Source: an optimization exercise on an open RTL-to-GDS flow (aim: small area, a short achievable clock period and few clock cycles per item). Production flows keep margins and buffers that such runs may drop. The RTL was checked by simulation tests, not by an equivalence proof against the original design. No driver is modelled on the clock port, so clocking that relies on it looks cheaper here than on a real chip.

==> exp/ember: inputs <==
==> flow/design.v <==
module chacha_block_engine #(
  parameter int ROUNDS       = 20,
  parameter int QR_PER_CYCLE = 4
) (
  input  logic         clk,
  input  logic         rst,
  input  logic         in_valid,
  output logic         in_ready,
  input  logic [255:0] key,
  input  logic [95:0]  nonce,
  input  logic [31:0]  counter,
  input  logic         next,
  output logic         ctr_wrap,
  output logic [511:0] ks,
  output logic         out_valid,
  input  logic         out_ready
);
  localparam int STEPS = 2 * ROUNDS;
  localparam int ST_W  = $clog2(STEPS + 1);
  localparam logic [ST_W-1:0] ST_LAST = STEPS;
  localparam logic [127:0] SIGMA = {32'h6b206574, 32'h79622d32, 32'h3320646e, 32'h61707865};
  function automatic logic [31:0] rotl(input logic [31:0] v, input int sh);
    rotl = (v << sh) | (v >> (32 - sh));
  endfunction
  function automatic logic [31:0] add32(input logic [31:0] a, input logic [31:0] b);
    logic [31:0] g, p, gg, pp, g2, p2;
    g = a & b; p = a ^ b; gg = g; pp = p;
    for (int l = 0; l < 5; l++) begin
      g2 = gg; p2 = pp;
      for (int i = 0; i < 32; i++) begin
        if ((i >> l) & 1) begin
          g2[i] = gg[i] | (pp[i] & gg[((i >> l) << l) - 1]);
          p2[i] = pp[i] & pp[((i >> l) << l) - 1];
        end
      end
      gg = g2; pp = p2;
    end
    add32 = p ^ {gg[30:0], 1'b0};
  endfunction
  function automatic logic [127:0] half_qr(input logic [31:0] a_b_i, b_i, c_i, d_i,
                                           input int r1, input int r2);
    logic [31:0] a, b, c, d;
    a = a_b_i;            d = rotl(d_i ^ a, r1);
    c = add32(c_i, d);    b = rotl(b_i ^ c, r2);
    half_qr = {d, c, b, a};
  endfunction
  logic [511:0]    x_q, y_q, x_d, y_d, init_s, h1_in;
  logic [255:0]    key_q;
  logic [95:0]     nonce_q;
  logic [31:0]     ctr_q, ctr_inc, ctr_start, xc_q, yc_q;
  logic [ST_W-1:0] xs_q, ys_q;
  logic            xv_q, yv_q, xd_q, xb_q, ld_q, primed_q, wrap_q;
  logic            x_busy, x_done, x_free, stall, start, start_next, start_blk;
  assign x_done  = xd_q;
  assign x_busy  = xb_q;
  assign x_free  = !xv_q || (x_done && out_ready);
  assign stall   = x_done && !out_ready;
  assign in_ready   = !ld_q && x_free && !(in_valid && yv_q);
  assign start      = in_ready && (in_valid || (next && primed_q));
  assign start_next = start && !in_valid;
  assign ctr_wrap   = wrap_q;
  assign start_blk = start_next || ld_q;        
  assign ctr_inc   = ctr_q + 32'd1;
  assign ctr_start = ld_q ? ctr_q : ctr_inc;
  assign init_s    = {nonce_q, ctr_start, key_q, SIGMA};
  assign h1_in     = x_busy ? x_q : init_s;
  always_comb begin
    logic [127:0] qr_out;
    logic [511:0] qo;
    logic [31:0]  ab_x, ab_init;
    for (int k = 0; k < 4; k++) begin
      ab_x    = add32(x_q[32*k +: 32], x_q[32*(4+k) +: 32]);
      ab_init = add32(SIGMA[32*k +: 32], key_q[32*k +: 32]);
      qr_out  = half_qr(x_busy ? ab_x : ab_init, h1_in[32*(4+k) +: 32],
                        h1_in[32*(8+k) +: 32], h1_in[32*(12+k) +: 32], 16, 12);
      for (int r = 0; r < 4; r++) y_d[32*(4*r+k) +: 32] = qr_out[32*r +: 32];
    end
    for (int k = 0; k < 4; k++) begin
      qr_out = half_qr(add32(y_q[32*k +: 32], y_q[32*(4+k) +: 32]), y_q[32*(4+k) +: 32],
                       y_q[32*(8+k) +: 32], y_q[32*(12+k) +: 32], 8, 7);
      for (int r = 0; r < 4; r++) qo[32*(4*r+k) +: 32] = qr_out[32*r +: 32];
    end
    for (int r = 0; r < 4; r++)
      for (int j = 0; j < 4; j++)
        x_d[32*(4*r+j) +: 32] = qo[32*(4*r+((r-j+4)%4)) +: 32];
  end
  assign out_valid = x_done;
  always_ff @(posedge clk or posedge rst) begin
    if (rst) begin
      xv_q     <= 1'b0;
      yv_q     <= 1'b0;
      xd_q     <= 1'b0;
      xb_q     <= 1'b0;
      ld_q     <= 1'b0;
      primed_q <= 1'b0;
      wrap_q   <= 1'b0;
    end else begin
      ld_q <= start && in_valid;
      if (!stall) begin
        xv_q <= yv_q;
        xd_q <= yv_q && (ys_q == ST_LAST - 1'b1);
        xb_q <= yv_q && (ys_q != ST_LAST - 1'b1);
        yv_q <= start_blk || x_busy;
      end
      if (start) begin
        primed_q <= 1'b1;
        wrap_q   <= in_valid ? 1'b0 : (wrap_q | (ctr_q == 32'hFFFF_FFFF));
      end
    end
  end
  always_ff @(posedge clk) begin
    if (start) begin
      if (in_valid) begin
        key_q   <= key;
        nonce_q <= nonce;
        ctr_q   <= counter;
      end else begin
        ctr_q   <= ctr_inc;
      end
    end
    if (!stall) begin
      x_q  <= x_d;
      xs_q <= ys_q + 1'b1;
      xc_q <= yc_q;
      y_q  <= y_d;
      ys_q <= start_blk ? ST_W'(1) : xs_q + 1'b1;
      yc_q <= start_blk ? ctr_start : xc_q;
    end
  end
  always_comb begin
    logic [511:0] s;
    s = {nonce_q, xc_q, key_q, SIGMA};
    for (int i = 0; i < 16; i++) ks[32*i +: 32] = add32(x_q[32*i +: 32], s[32*i +: 32]);
  end
endmodule
==> flow/flow/run.sh <==
#!/bin/bash
export BUFFER_PORTS_ARGS="-buffer_cell sky130_fd_sc_hd__buf_1"
bash standard.sh > standard.log 2>&1
==> flow/standard.sh <==
#!/bin/bash
# synth_recipe.tcl (not shown) runs the flow's synth.tcl, then flattens the netlist and writes it again
# the make line also repeats each setting of config.mk as NAME=value (left out here)
make -C /OpenROAD-flow-scripts/flow DESIGN_CONFIG=/design/flow/config.mk WORK_HOME=/design/flow/orfs CLKGATE_MAP_FILE= SYNTH_SCRIPT=/design/flow/synth_recipe.tcl "${@:-finish}"
==> flow/config.mk <==
export PLATFORM = sky130hd
export DESIGN_NAME = chacha_block_engine
export DESIGN_NICKNAME = chacha_block_engine
export VERILOG_FILES = /design/flow/design.v
export SDC_FILE = /design/flow/constraint.sdc
export NUM_CORES = 4
export LEC_CHECK = 0
export ABC_AREA = 1
export CAP_MARGIN = 40
export CORE_MARGIN = 2
export CORE_UTILIZATION = 45
export GPL_ROUTABILITY_DRIVEN = 1
export PLACE_DENSITY = 0.6
export SETUP_SLACK_MARGIN = 5.0
export SLEW_MARGIN = 40
==> flow/constraint.sdc <==
create_clock -name core_clock -period 13.5 [get_ports {clk}]
set_input_delay 2.7000 -clock core_clock [delete_from_list [all_inputs] [get_ports {clk}]]
set_output_delay 2.7000 -clock core_clock [all_outputs]
set_load 0.01 [all_outputs]
==> exp/yarrow (differences from exp/ember) <==
==> flow/design.v (replaced) <==
module chacha_block_engine #(
  parameter int ROUNDS       = 20,
  parameter int QR_PER_CYCLE = 4
) (
  input  logic         clk,
  input  logic         rst,
  input  logic         in_valid,
  output logic         in_ready,
  input  logic [255:0] key,
  input  logic [95:0]  nonce,
  input  logic [31:0]  counter,
  input  logic         next,
  output logic         ctr_wrap,
  output logic [511:0] ks,
  output logic         out_valid,
  input  logic         out_ready
);
  localparam int RC_W = $clog2(ROUNDS);
  localparam logic [RC_W-1:0] RC_LAST = ROUNDS - 1;
  localparam logic [127:0] SIGMA = {32'h6b206574, 32'h79622d32, 32'h3320646e, 32'h61707865};
  function automatic logic [31:0] rotl(input logic [31:0] v, input int sh);
    rotl = (v << sh) | (v >> (32 - sh));
  endfunction
  function automatic logic [31:0] add32(input logic [31:0] a, input logic [31:0] b);
    logic [31:0] g, p, gg, pp, g2, p2;
    g = a & b; p = a ^ b; gg = g; pp = p;
    for (int l = 0; l < 5; l++) begin
      g2 = gg; p2 = pp;
      for (int i = 0; i < 32; i++) begin
        if ((i >> l) & 1) begin
          g2[i] = gg[i] | (pp[i] & gg[((i >> l) << l) - 1]);
          p2[i] = pp[i] & pp[((i >> l) << l) - 1];
        end
      end
      gg = g2; pp = p2;
    end
    add32 = p ^ {gg[30:0], 1'b0};
  endfunction
  function automatic logic [31:0] add32_small(input logic [31:0] a, input logic [31:0] b);
    logic [31:0] g, p;
    logic [7:0]  bg, bp;
    logic [8:0]  bc;
    logic        c;
    g = a & b; p = a ^ b;
    for (int k = 0; k < 8; k++) begin
      bg[k] = g[4*k+3] | (p[4*k+3] & (g[4*k+2] | (p[4*k+2] & (g[4*k+1] | (p[4*k+1] & g[4*k])))));
      bp[k] = &p[4*k +: 4];
    end
    bc[0] = 1'b0;
    for (int k = 0; k < 8; k++) bc[k+1] = bg[k] | (bp[k] & bc[k]);
    for (int k = 0; k < 8; k++) begin
      c = bc[k];
      for (int i = 0; i < 4; i++) begin
        add32_small[4*k+i] = p[4*k+i] ^ c;
        c = g[4*k+i] | (p[4*k+i] & c);
      end
    end
  endfunction
  function automatic logic [127:0] quarter_round(input logic [31:0] a_b_i, b_i, c_i, d_i);
    logic [31:0] a, b, c, d;
    a = a_b_i;            d = rotl(d_i ^ a, 16);
    c = add32(c_i, d);    b = rotl(b_i ^ c, 12);
    a = add32(a, b);      d = rotl(d ^ a, 8);
    c = add32(c, d);      b = rotl(b ^ c, 7);
    quarter_round = {d, c, b, a};
  endfunction
  logic [511:0]    work_q, work_d, init_s, round_in;
  logic [31:0]     ctr_inc;
  logic [255:0]    key_q;
  logic [95:0]     nonce_q;
  logic [31:0]     ctr_q;
  logic [RC_W-1:0] rc_q;
  logic            ld_q, run_q, done_q, primed_q, wrap_q;
  logic            start, start_next;
  always_comb begin
    logic [511:0] qo;
    logic [127:0] qr_out;
    logic [31:0]  ab_run, ab_init;
    for (int k = 0; k < 4; k++) begin
      ab_run  = add32(work_q[32*k +: 32], work_q[32*(4+k) +: 32]);
      ab_init = add32_small(SIGMA[32*k +: 32], key_q[32*k +: 32]);
      qr_out = quarter_round(run_q ? ab_run : ab_init, round_in[32*(4+k) +: 32],
                             round_in[32*(8+k) +: 32], round_in[32*(12+k) +: 32]);
      for (int r = 0; r < 4; r++) qo[32*(4*r+k) +: 32] = qr_out[32*r +: 32];
    end
    for (int r = 0; r < 4; r++)
      for (int j = 0; j < 4; j++)
        work_d[32*(4*r+j) +: 32] = qo[32*(4*r+((r-j+4)%4)) +: 32];
  end
  assign start      = in_ready && (in_valid || (next && primed_q));
  assign start_next = start && !in_valid;
  assign ctr_wrap   = wrap_q;
  assign init_s    = {nonce_q, ctr_q, key_q, SIGMA};
  assign ctr_inc   = ctr_q + 32'd1;
  assign round_in  = run_q ? work_q : {nonce_q, ld_q ? ctr_q : ctr_inc, key_q, SIGMA};
  assign in_ready  = !ld_q && !run_q && (!done_q || out_ready);
  assign out_valid = done_q;
  always_ff @(posedge clk or posedge rst) begin
    if (rst) begin
      ld_q     <= 1'b0;
      run_q    <= 1'b0;
      done_q   <= 1'b0;
      primed_q <= 1'b0;
      wrap_q   <= 1'b0;
      rc_q     <= '0;
    end else begin
      ld_q <= start && in_valid;
      if (start) begin
        run_q    <= !in_valid;
        done_q   <= 1'b0;
        primed_q <= 1'b1;
        wrap_q   <= in_valid ? 1'b0 : (wrap_q | (ctr_q == 32'hFFFF_FFFF));
        rc_q     <= RC_W'(1);
      end else if (ld_q) begin
        run_q <= 1'b1;
      end else if (run_q) begin
        rc_q <= rc_q + 1'b1;
        if (rc_q == RC_LAST) begin
          run_q  <= 1'b0;
          done_q <= 1'b1;
        end
      end else if (out_ready) begin
        done_q <= 1'b0;
      end
    end
  end
  always_ff @(posedge clk) begin
    if (start) begin
      if (in_valid) begin
        key_q   <= key;
        nonce_q <= nonce;
        ctr_q   <= counter;
      end else begin
        ctr_q   <= ctr_inc;
      end
    end
    if (start_next || ld_q || run_q) work_q <= work_d;
  end
  always_comb begin
    for (int i = 0; i < 16; i++) ks[32*i +: 32] = add32_small(work_q[32*i +: 32], init_s[32*i +: 32]);
  end
endmodule
Settings changed: CORE_UTILIZATION 45 to 50, CTS_BUF_LIST set to sky130_fd_sc_hd__clkbuf_8, PLACE_DENSITY 0.6 to 0.65, SETUP_SLACK_MARGIN 5.0 to 3.5.
==> exp/xenon (differences from exp/ember) <==
==> flow/flow/run.sh (replaced) <==
#!/bin/bash
# The standard layout (standard.sh), with two changes:
#  - the ports are buffered with buf_1 cells instead of the resizer's default choice;
#  - timing repair after CTS and after global routing aims for a larger setup slack
#    (flow/margin.tcl, sourced by ORFS's PRE_CTS/PRE_GLOBAL_ROUTE hooks).
# The tools' output goes to standard.log (ORFS also keeps per-step logs under orfs/logs).
export BUFFER_PORTS_ARGS="-buffer_cell sky130_fd_sc_hd__buf_1"
export PRE_CTS_TCL="$(pwd)/flow/margin.tcl"
export PRE_GLOBAL_ROUTE_TCL="$(pwd)/flow/margin.tcl"
bash standard.sh > standard.log 2>&1
==> flow/flow/margin.tcl (new file) <==
# Timing repair after CTS and after global routing aims for this setup slack. The flow
# settings cap SETUP_SLACK_MARGIN at 5 ns; this design's paths are shorter than that.
set ::env(SETUP_SLACK_MARGIN) 7.3
==> summary of the runs <==
exp/yarrow went through all stages and came out clean. exp/xenon went through all stages and came out clean. exp/ember finished with timing, DRC and antenna clean.
Sequential share of layout area, lowest first: exp/yarrow, exp/xenon, exp/ember.
The lowest final cell count belongs to exp/yarrow, the highest to exp/xenon.
Hold slack: exp/ember < exp/xenon < exp/yarrow.
Between exp/yarrow and exp/ember, the lower setup slack is in exp/yarrow (gap 2.9 ns).
Area after synthesis is the same in exp/ember and exp/xenon.
In exp/ember the via count is smaller than in exp/xenon, by about 1.4%.
Between exp/xenon and exp/yarrow, the lower die area is in exp/yarrow (gap about 40%, measured against exp/yarrow).
==> figures <==
metric	exp/xenon	exp/ember	exp/yarrow
Result of the run	no timing/DRC/antenna violations	no timing/DRC/antenna violations	no timing/DRC/antenna violations
CP startpoint	x_q[384]	x_q[384]	work_q[224]
TritonRoute pass-1 iters	9	7	7
Die Wd	484 µm	484 µm	410 µm
Starting DRC count in detailed routing	11000	10800	10800
Placed standard-cell area	0.111 mm²	0.111 mm²	0.0884 mm²
Number of rows created at floorplan	176	176	148
Register fraction of the total cell area	36.9%	38.2%	28.4%
Multi-input combinational cell area	0.0550 mm²	0.0528 mm²	0.0523 mm²
Maximum frequency from static timing analysis	0.156 GHz	0.144 GHz	0.101 GHz
Shortest period the worst path allows	6.41 ns	6.96 ns	9.91 ns
Number of buffer and inverter stages on the critical path	6	5	6
Die height	484 µm	484 µm	410 µm
Final-layout clock-cell area share	5.08%	5.26%	3.72%
Hold slack final	0.412 ns	0.411 ns	0.495 ns
Sequential cell count	1491	1491	906
Net count after synthesis	12600	12600	11000
HPWL after detailed placement	392 mm	392 mm	339 mm
Testbench counts of exp/ember, summed over its fixed seeds: cycles 10,312, items 512.
Testbench counts of exp/yarrow, summed over its fixed seeds: cycles 10,280, items 512.
Testbench counts of exp/xenon, summed over its fixed seeds: cycles 10,312, items 512.

## re-timing with driven ports
How much do the figures lean on ideal ports? The routed layouts below were timed once more, with nothing changed but the port constraints.
Step 1, drivers: a clkbuf_16 drives clk and a buf_2 each remaining input, both assumed.
Step 2 also shifts input and output timing later by t, the mid clock arrival at the registers, as if the neighbouring blocks saw the same clock.
Slacks: no drivers / after step 1 / after step 2; pairs: no drivers / after step 1.
run | t (ns) | setup slack, ns | latest minus earliest clock arrival (ns) | slew at the worst register clock pin (ns)
exp/ember | 0.948 | 6.538 / 6.436 / 7.209 | 0.036 / 0.036 | 0.07 / 0.07
exp/yarrow | 1.041 | 3.593 / 3.593 / 3.593 | 0.068 / 0.068 | 0.08 / 0.08
exp/xenon | 0.944 | 7.093 / 7.004 / 7.361 | 0.033 / 0.033 | 0.07 / 0.07
After both steps setup and hold are still met in every run listed.
